What follows belongs to an exercise in optimizing a design on an open flow for a short achievable clock period, few clock cycles and low power; a production flow would make more cautious choices.
In this exercise RTL edits were held to simulation tests only and were not proved equivalent to the original.
Power figures rest on the tool's default switching activity, not on a simulated workload.

==> run Y: inputs <==
==> flow/design.v (excerpt) <==
module mac_vector_engine (
  input logic clk,
  input logic reset_n,
  input logic start,
  input logic clear,
  input logic [9:0] vec_len,
  input logic signed [47:0] bias,
  input logic in_valid,
  input logic [35:0] in_a,
  input logic [35:0] in_b,
  input logic out_ready,
  output logic busy,
  output logic in_ready,
  output logic out_valid,
  output logic signed [17:0] out_data,
  output logic signed [47:0] out_acc,
  output logic acc_overflow
);
  localparam int NST = 2;    
  localparam int HOLD = 3;  
  logic busy_q, ir_q, pv_q, inf_q, ov_q;
  logic [9:0] plen_q, rem_q;
  logic [$clog2(HOLD+1)-1:0] hc_q;
  logic [47:0] bias_q;
  logic res_done;
  wire cur = rem_q != '0;
  wire pl0 = plen_q == 10'd0, pl1 = plen_q == 10'd1, pl2 = plen_q == 10'd2;
  wire r1 = rem_q == 10'd1, r2 = rem_q == 10'd2;
  wire pseudo = !cur && pv_q && pl0 && !inf_q;   
  wire [9:0] rem_m1 = (cur ? rem_q : plen_q) - 10'd1;
  wire blast_t = cur ? r1 : pl1;                 
  wire hc_hi = hc_q > 1;
  wire take = in_valid && ir_q;
  wire pop = ov_q && out_ready;
  wire accept = start && !busy_q;               
  wire vl0 = vec_len == 10'd0, vl1 = vec_len == 10'd1;
  wire infn = inf_q && !pop;
  ...
make LEC_CHECK=0 ABC_CLOCK_PERIOD_IN_PS=2900 CAP_MARGIN=20 CORE_MARGIN=2 CORE_UTILIZATION=60 CTS_BUF_LIST='sky130_fd_sc_hd__clkbuf_8 sky130_fd_sc_hd__clkbuf_16' CTS_CLUSTER_DIAMETER=70 CTS_CLUSTER_SIZE=40 SETUP_SLACK_MARGIN=4.2 SLEW_MARGIN=20 finish   # period 7.0 ns
run.sh (not shown) runs the stock make flow with config.mk's settings and CLKGATE_MAP_FILE= SYNTH_SCRIPT=/design/flow/synth_recipe.tcl, a recipe that flattens the netlist after the stock synthesis.
==> run H: changes against run Y <==
--- a/flow/design.v
+++ b/flow/design.v
@@ -1988,103 +1988,106 @@
   output logic in_ready,
   output logic out_valid,
   output logic signed [17:0] out_data,
   output logic signed [47:0] out_acc,
   output logic acc_overflow
 );
   localparam int NST = 2;    
-  localparam int HOLD = 3;  
-  logic busy_q, ir_q, pv_q, inf_q, ov_q;
+  localparam int NC = 3;      
+  logic busy_q, ir_q, pv_q, inf_q, ov_q, nf_q;
   logic [9:0] plen_q, rem_q;
-  logic [$clog2(HOLD+1)-1:0] hc_q;
-  logic [47:0] bias_q;
+  logic [NC-1:0] own_q, hb_q;   
+  logic [NC-1:0] st_c, dl_c, hw_c, ho_c;
   logic res_done;
-  wire cur = rem_q != '0;
+  wire cur = !nf_q;   
   wire pl0 = plen_q == 10'd0, pl1 = plen_q == 10'd1, pl2 = plen_q == 10'd2;
   wire r1 = rem_q == 10'd1, r2 = rem_q == 10'd2;
   wire pseudo = !cur && pv_q && pl0 && !inf_q;   
   wire [9:0] rem_m1 = (cur ? rem_q : plen_q) - 10'd1;
   wire blast_t = cur ? r1 : pl1;                 
-  wire hc_hi = hc_q > 1;
   wire take = in_valid && ir_q;
   wire pop = ov_q && out_ready;
   wire accept = start && !busy_q;               
   wire vl0 = vec_len == 10'd0, vl1 = vec_len == 10'd1;
   wire infn = inf_q && !pop;
   wire consume = (take && !cur) || pseudo;      
-  wire bfirst = consume;
   wire blast = pseudo || (take && blast_t);
+  wire nf_d = take ? blast_t : nf_q;
   wire nl_t = cur ? (r1 ? (pv_q ? pl1 : (accept && vl1)) : r2) : (!pl1 && pl2);
   wire inf_t = blast_t || infn;
   wire nl_n = cur ? r1 : (pv_q ? pl1 : (accept && vl1));
   wire inf_n = pseudo || infn;
+  assign dl_c = {NC{accept}} & (~own_q | (st_c & ~hb_q));
+  assign hw_c = {NC{accept}} & own_q & ~st_c;
+  assign ho_c = st_c & hb_q;
+  wire hb_next = |(hw_c | (hb_q & ~ho_c));
   always_ff @(posedge clk or negedge reset_n) begin
     if (!reset_n) begin
       busy_q <= 1'b0;
       ir_q <= 1'b0;
       pv_q <= 1'b0;
       inf_q <= 1'b0;
       ov_q <= 1'b0;
       rem_q <= '0;
-      hc_q <= '0;
+      nf_q <= 1'b1;
+      own_q <= '0;
+      hb_q <= '0;
     end else begin
-      busy_q <= !clear && (accept || pv_q || hc_hi);
+      busy_q <= !clear && (accept || (pv_q && !consume) || (infn && !nf_d) || hb_next);
       ir_q <= !clear && !(take ? (nl_t && inf_t) : (nl_n && inf_n));
       pv_q <= !clear && (accept || (pv_q && !consume));
       inf_q <= !clear && (blast || infn);
       ov_q <= !clear && (res_done || (ov_q && !pop));
       rem_q <= clear ? '0 : take ? rem_m1 : rem_q;
-      hc_q <= clear ? '0 : consume ? HOLD[$clog2(HOLD+1)-1:0] : hc_q - {{($clog2(HOLD+1)-1){1'b0}}, hc_q != '0};
+      nf_q <= clear || nf_d;
+      own_q <= clear ? '0 : (dl_c | ho_c | (own_q & ~st_c));
+      hb_q <= clear ? '0 : (hw_c | (hb_q & ~ho_c));
     end
   end
   always_ff @(posedge clk) begin
-    if (!busy_q) begin
-      plen_q <= vec_len;
-      bias_q <= bias;
-    end
+    if (!busy_q) plen_q <= vec_len;
   end
   logic [35:0] a_q;
   logic [17:0] one_q, two_q, neg_q;
   logic rb_q;
   always_ff @(posedge clk) begin
-    a_q <= in_valid ? in_a : '0;
+    a_q <= take ? in_a : '0;
     rb_q <= take;
     for (int l = 0; l < 2; l++)
       for (int i = 0; i < 9; i++) begin
-        one_q[l*9+i] <= in_valid && (in_b[l*18+2*i] ^ (i == 0 ? 1'b0 : in_b[l*18+2*i-1]));
-        two_q[l*9+i] <= in_valid && (i == 0 ? (in_b[l*18+1] & ~in_b[l*18])
+        one_q[l*9+i] <= take && (in_b[l*18+2*i] ^ (i == 0 ? 1'b0 : in_b[l*18+2*i-1]));
+        two_q[l*9+i] <= take && (i == 0 ? (in_b[l*18+1] & ~in_b[l*18])
                                : ((in_b[l*18+2*i+1] & ~in_b[l*18+2*i] & ~in_b[l*18+2*i-1]) |
                                   (~in_b[l*18+2*i+1] & in_b[l*18+2*i] & in_b[l*18+2*i-1])));
-        neg_q[l*9+i] <= in_valid && in_b[l*18+2*i+1];
+        neg_q[l*9+i] <= take && in_b[l*18+2*i+1];
       end
   end
-  logic [NST:0] fp_q, lp_q;
-  always_ff @(posedge clk or negedge reset_n) begin
-    if (!reset_n) lp_q <= '0;
-    else if (clear) lp_q <= '0;
-    else lp_q <= {lp_q[NST-1:0], blast};
-  end
-  always_ff @(posedge clk) fp_q <= {fp_q[NST-1:0], bfirst};
-  wire fa_q = fp_q[NST], la_q = lp_q[NST];
-  logic [2-1:0] fk_q, lk_q;
+  logic [NST+2:0] vp_q, lp_q;
   always_ff @(posedge clk or negedge reset_n) begin
-    if (!reset_n) lk_q <= '0;
-    else if (clear) lk_q <= '0;
-    else lk_q <= {lk_q, la_q};
+    if (!reset_n) begin
+      vp_q <= '0;
+      lp_q <= '0;
+    end else if (clear) begin
+      vp_q <= '0;
+      lp_q <= '0;
+    end else begin
+      vp_q <= {vp_q[NST+2-1:0], take || pseudo};
+      lp_q <= {lp_q[NST+2-1:0], blast};
+    end
   end
-  always_ff @(posedge clk) fk_q <= {fk_q, fa_q};
   wire [47:0] s_t, c_t;
   mac_lane_sum u_sum (.clk(clk), .v_i(rb_q), .a_i(a_q), .one_i(one_q), .two_i(two_q), .neg_i(neg_q), .s_o(s_t), .c_o(c_t));
   logic [47:0] res_q;
   logic ovf_q, rovf_q;
   logic [15:0] acc0_q;
   wire [15:0] x0 = acc0_q;
+  wire st0 = lp_q[NST+0], vb0 = vp_q[NST+0];
+  assign st_c[0] = st0;
   wire [15:0] s0 = s_t[15:0];
   wire [15:0] c0 = c_t[15:0];
-  wire ldn0 = fp_q[NST-1], st0 = la_q;
   wire [15:0] p0 = x0 ^ s0 ^ c0;
   wire [15:0] g0 = (x0 & s0) | (x0 & c0) | (s0 & c0);
   wire [15:0] k0_p0 = p0 ^ {g0[14:0], 1'b0};
   wire [15:0] k0_g0 = p0 & {g0[14:0], 1'b0};
   wire [15:0] k0_G0 = {k0_g0[15:1], k0_g0[0] | (k0_p0[0] & 1'b0)};
   wire [15:0] k0_P0 = k0_p0;
   wire [15:0] k0_G1, k0_P1;
@@ -2221,19 +2224,22 @@
   assign k0_P4[15] = k0_P3[15] & k0_P3[7];
   wire [16:0] k0_y = {k0_G4[15], k0_p0 ^ {k0_G4[14:0], 1'b0}};
   wire cg1 = g0[15];   
   wire [16:0] y0 = k0_y;
   logic ca1_q;
   always_ff @(posedge clk) ca1_q <= y0[16];
   always_ff @(posedge clk) begin
-    acc0_q <= ldn0 ? bias_q[15:0] : y0[15:0];
-    if (st0) res_q[15:0] <= y0[15:0];
+    if (dl_c[0] || ho_c[0] || vb0)
+      acc0_q <= dl_c[0] ? bias[15:0] : ho_c[0] ? res_q[15:0] : y0[15:0];
+    if (st0 || hw_c[0]) res_q[15:0] <= st0 ? y0[15:0] : bias[15:0];
   end
   logic [15:0] acc1_q;
   wire [15:0] x1 = acc1_q;
+  wire st1 = lp_q[NST+1], vb1 = vp_q[NST+1];
+  assign st_c[1] = st1;
   wire [15:0] ps1 = s_t[31:16];
   wire [15:0] pc1 = c_t[31:16];
   wire [15:0] q1_p0 = ps1 ^ pc1;
   wire [15:0] q1_g0 = ps1 & pc1;
   wire [15:0] q1_G0 = {q1_g0[15:1], q1_g0[0] | (q1_p0[0] & cg1)};
   wire [15:0] q1_P0 = q1_p0;
   wire [15:0] q1_G1, q1_P1;
@@ -2371,15 +2377,14 @@
   wire [16:0] q1_y = {q1_G4[15], q1_p0 ^ {q1_G4[14:0], cg1}};
   logic [15:0] pa1_q;
   logic pco2_q;
   always_ff @(posedge clk) begin
     pa1_q <= q1_y[15:0];
     pco2_q <= q1_y[16];
   end
-  wire ldn1 = fa_q, st1 = lk_q[0];
   wire [15:0] k1_p0 = x1 ^ pa1_q;
   wire [15:0] k1_g0 = x1 & pa1_q;
   wire [15:0] k1_G0 = {k1_g0[15:1], k1_g0[0] | (k1_p0[0] & ca1_q)};
   wire [15:0] k1_P0 = k1_p0;
   wire [15:0] k1_G1, k1_P1;
   assign k1_G1[0] = k1_G0[0];
   assign k1_P1[0] = k1_P0[0];
@@ -2513,19 +2518,22 @@
   assign k1_G4[15] = k1_G3[15] | (k1_P3[15] & k1_G3[7]);
   assign k1_P4[15] = k1_P3[15] & k1_P3[7];
   wire [16:0] k1_y = {k1_G4[15], k1_p0 ^ {k1_G4[14:0], ca1_q}};
   wire [16:0] y1 = k1_y;
   logic ca2_q;
   always_ff @(posedge clk) ca2_q <= y1[16];
   always_ff @(posedge clk) begin
-    acc1_q <= ldn1 ? bias_q[31:16] : y1[15:0];
-    if (st1) res_q[31:16] <= y1[15:0];
+    if (dl_c[1] || ho_c[1] || vb1)
+      acc1_q <= dl_c[1] ? bias[31:16] : ho_c[1] ? res_q[31:16] : y1[15:0];
+    if (st1 || hw_c[1]) res_q[31:16] <= st1 ? y1[15:0] : bias[31:16];
   end
   logic [15:0] acc2_q;
   wire [15:0] x2 = acc2_q;
+  wire st2 = lp_q[NST+2], vb2 = vp_q[NST+2];
+  assign st_c[2] = st2;
   logic [15:0] sd2_q [1];
   logic [15:0] cd2_q [1];
   always_ff @(posedge clk) begin
     sd2_q[0] <= s_t[47:32];
     cd2_q[0] <= c_t[47:32];
   end
   wire [15:0] ps2 = sd2_q[0];
@@ -2667,15 +2675,14 @@
   assign q2_G4[15] = q2_G3[15] | (q2_P3[15] & q2_G3[7]);
   assign q2_P4[15] = q2_P3[15] & q2_P3[7];
   wire [16:0] q2_y = {q2_G4[15], q2_p0 ^ {q2_G4[14:0], pco2_q}};
   logic [15:0] pa2_q;
   always_ff @(posedge clk) begin
     pa2_q <= q2_y[15:0];
   end
-  wire ldn2 = fk_q[0], st2 = lk_q[1];
   wire [15:0] k2_p0 = x2 ^ pa2_q;
   wire [15:0] k2_g0 = x2 & pa2_q;
   wire [15:0] k2_G0 = {k2_g0[15:1], k2_g0[0] | (k2_p0[0] & ca2_q)};
   wire [15:0] k2_P0 = k2_p0;
   wire [15:0] k2_G1, k2_P1;
   assign k2_G1[0] = k2_G0[0];
   assign k2_P1[0] = k2_P0[0];
@@ -2807,22 +2814,23 @@
   assign k2_G4[14] = k2_G3[14] | (k2_P3[14] & k2_G3[6]);
   assign k2_P4[14] = k2_P3[14] & k2_P3[6];
   assign k2_G4[15] = k2_G3[15] | (k2_P3[15] & k2_G3[7]);
   assign k2_P4[15] = k2_P3[15] & k2_P3[7];
   wire [16:0] k2_y = {k2_G4[15], k2_p0 ^ {k2_G4[14:0], ca2_q}};
   wire [16:0] y2 = k2_y;
   always_ff @(posedge clk) begin
-    acc2_q <= ldn2 ? bias_q[47:32] : y2[15:0];
-    if (st2) res_q[47:32] <= y2[15:0];
+    if (dl_c[2] || ho_c[2] || vb2)
+      acc2_q <= dl_c[2] ? bias[47:32] : ho_c[2] ? res_q[47:32] : y2[15:0];
+    if (st2 || hw_c[2]) res_q[47:32] <= st2 ? y2[15:0] : bias[47:32];
   end
   wire ovf_step = (x2[15] ^ y2[15]) & (x2[15] ^ x2[14]);
-  wire ovf_new = ovf_q | ovf_step;
   always_ff @(posedge clk) begin
-    ovf_q <= !ldn2 && ovf_new;
-    if (st2) rovf_q <= ovf_new;
+    if (dl_c[2] || ho_c[2]) ovf_q <= 1'b0;
+    else if (vb2) ovf_q <= ovf_q | ovf_step;
+    if (st2) rovf_q <= ovf_q | ovf_step;
   end
   assign res_done = st2;
   assign busy = busy_q;
   assign in_ready = ir_q;
   assign out_valid = ov_q;
   assign out_acc = res_q;
   assign out_data = res_q[25:8];
- CTS_BUF_LIST: sky130_fd_sc_hd__clkbuf_8 sky130_fd_sc_hd__clkbuf_16 -> sky130_fd_sc_hd__clkbuf_16
==> results.py <==
metrics = {
    "outcome": {
        "status": "finished clean",
    },
    "timing": {
        "whs_ns": 0.336,
        "period_needed_ns": 2.80,
    },
    "power_and_ir_drop": {
        "ir_drop_uv": 241,
        "pwr-share-comb_pct": 40.8,
    },
    "setup_path": {
        "crit_chain": "buf_4 -> a22oi_1 -> xnor2_1 -> fa_1 -> fa_1 -> inv_1 -> fa_1 -> nor2b_1",
    },
    "floorplanning": {
        "taps": 688,
    },
    "place": {
        "globalplace.congestion": 0.898,
    },
}
The numbers above come from run Y.

==> results.py <==
metrics = {
    "setup_path": {
        "crit_chain": "buf_4 -> buf_6 -> buf_2",
    },
    "outcome": {
        "status": "finished clean",
    },
    "power_and_ir_drop": {
        "pwr-share-comb_pct": 29.0,
        "ir_drop_uv": 242,
    },
    "timing": {
        "period_needed_ns": 2.86,
    },
    "floorplanning": {
        "taps": 696,
    },
}
The numbers above come from run H.

Testbench counts of run Y, summed over its fixed seeds: cycles 12,350.
Testbench counts of run H, summed over its fixed seeds: cycles 12,338.

* * *

==> job 5251: inputs <==
mac_vector_engine, a different RTL version from the one above (not shown whole).
clock: 7.0 ns
lec_check: 0
abc_clock_period_in_ps: 2900
cap_margin: 20
core_margin: 2
core_utilization: 40
setup_slack_margin: 4.1
slew_margin: 20
==> job 7548 (differences from job 5251) <==
CORE_UTILIZATION = 60   (was 40)
CTS_BUF_LIST = sky130_fd_sc_hd__clkbuf_4   (was not set)
==> job 2457 (differences from job 5251) <==
ABC_CLOCK_PERIOD_IN_PS = 2600   (was 2900)
CORE_UTILIZATION = 60   (was 40)
CTS_BUF_LIST = sky130_fd_sc_hd__clkbuf_16   (was not set)
CTS_CLUSTER_DIAMETER = 80   (was not set)
CTS_CLUSTER_SIZE = 40   (was not set)
SETUP_SLACK_MARGIN = 4.4   (was 4.1)
==> notes <==
- Of job 7548 and job 2457, job 2457 has the higher core utilization (gap 6.9 points).
- Of job 7548 and job 2457, job 2457 has the higher via count (gap 6.3%, measured against job 2457).
- Clock-buffer cell count, lowest first: job 2457, job 5251, job 7548.
- Sequential share of layout area: job 5251 is higher than job 2457 (2.0 points).
- Of job 5251 and job 2457, job 5251 has the higher final cell count (gap 2.6%, measured against job 2457).
Testbench counts of job 5251, summed over its fixed seeds: cycles 12,350.
Testbench counts of job 7548, summed over its fixed seeds: cycles 12,350.
Testbench counts of job 2457, summed over its fixed seeds: cycles 12,350.

## separate check: timing with driven ports
In the flow no input, the clock included, has a driving cell. The finished layouts below were timed again as built, in two steps.
Step 1 sets driving cells, clkbuf_16 on the clock port and buf_2 on the other inputs (assumed; they add their load-dependent delay and slew).
Step 2, shift: input delay + t, output delay - t, t = (earliest + latest rising clock arrival at the registers) / 2. This alone moves slack from input paths to output paths.
Slacks: ideal / step 1 / step 2; pairs: ideal / step 1.
run | t, ns | setup slack, ns | worst register clock-pin slew, ns | worst data-port slew with drivers (ns)
run Y | 0.701 | 4.199 / 4.180 / 3.665 | 0.10 / 0.10 | 0.08
run H | 0.702 | 4.140 / 4.079 / 3.612 | 0.11 / 0.11 | 0.05
job 5251 | 0.677 | 4.043 / 4.043 / 3.646 | 0.06 / 0.06 | 0.07
job 7548 | 1.010 | 3.952 / 3.952 / 3.416 | 0.08 / 0.08 | 0.07
job 2457 | 0.679 | 4.019 / 4.019 / 3.845 | 0.12 / 0.12 | 0.09
After both steps every run listed still meets setup and hold. The setup slack of job 7548, which loses most, moves by 0.000 ns with the drivers and by -0.536 ns with both steps.
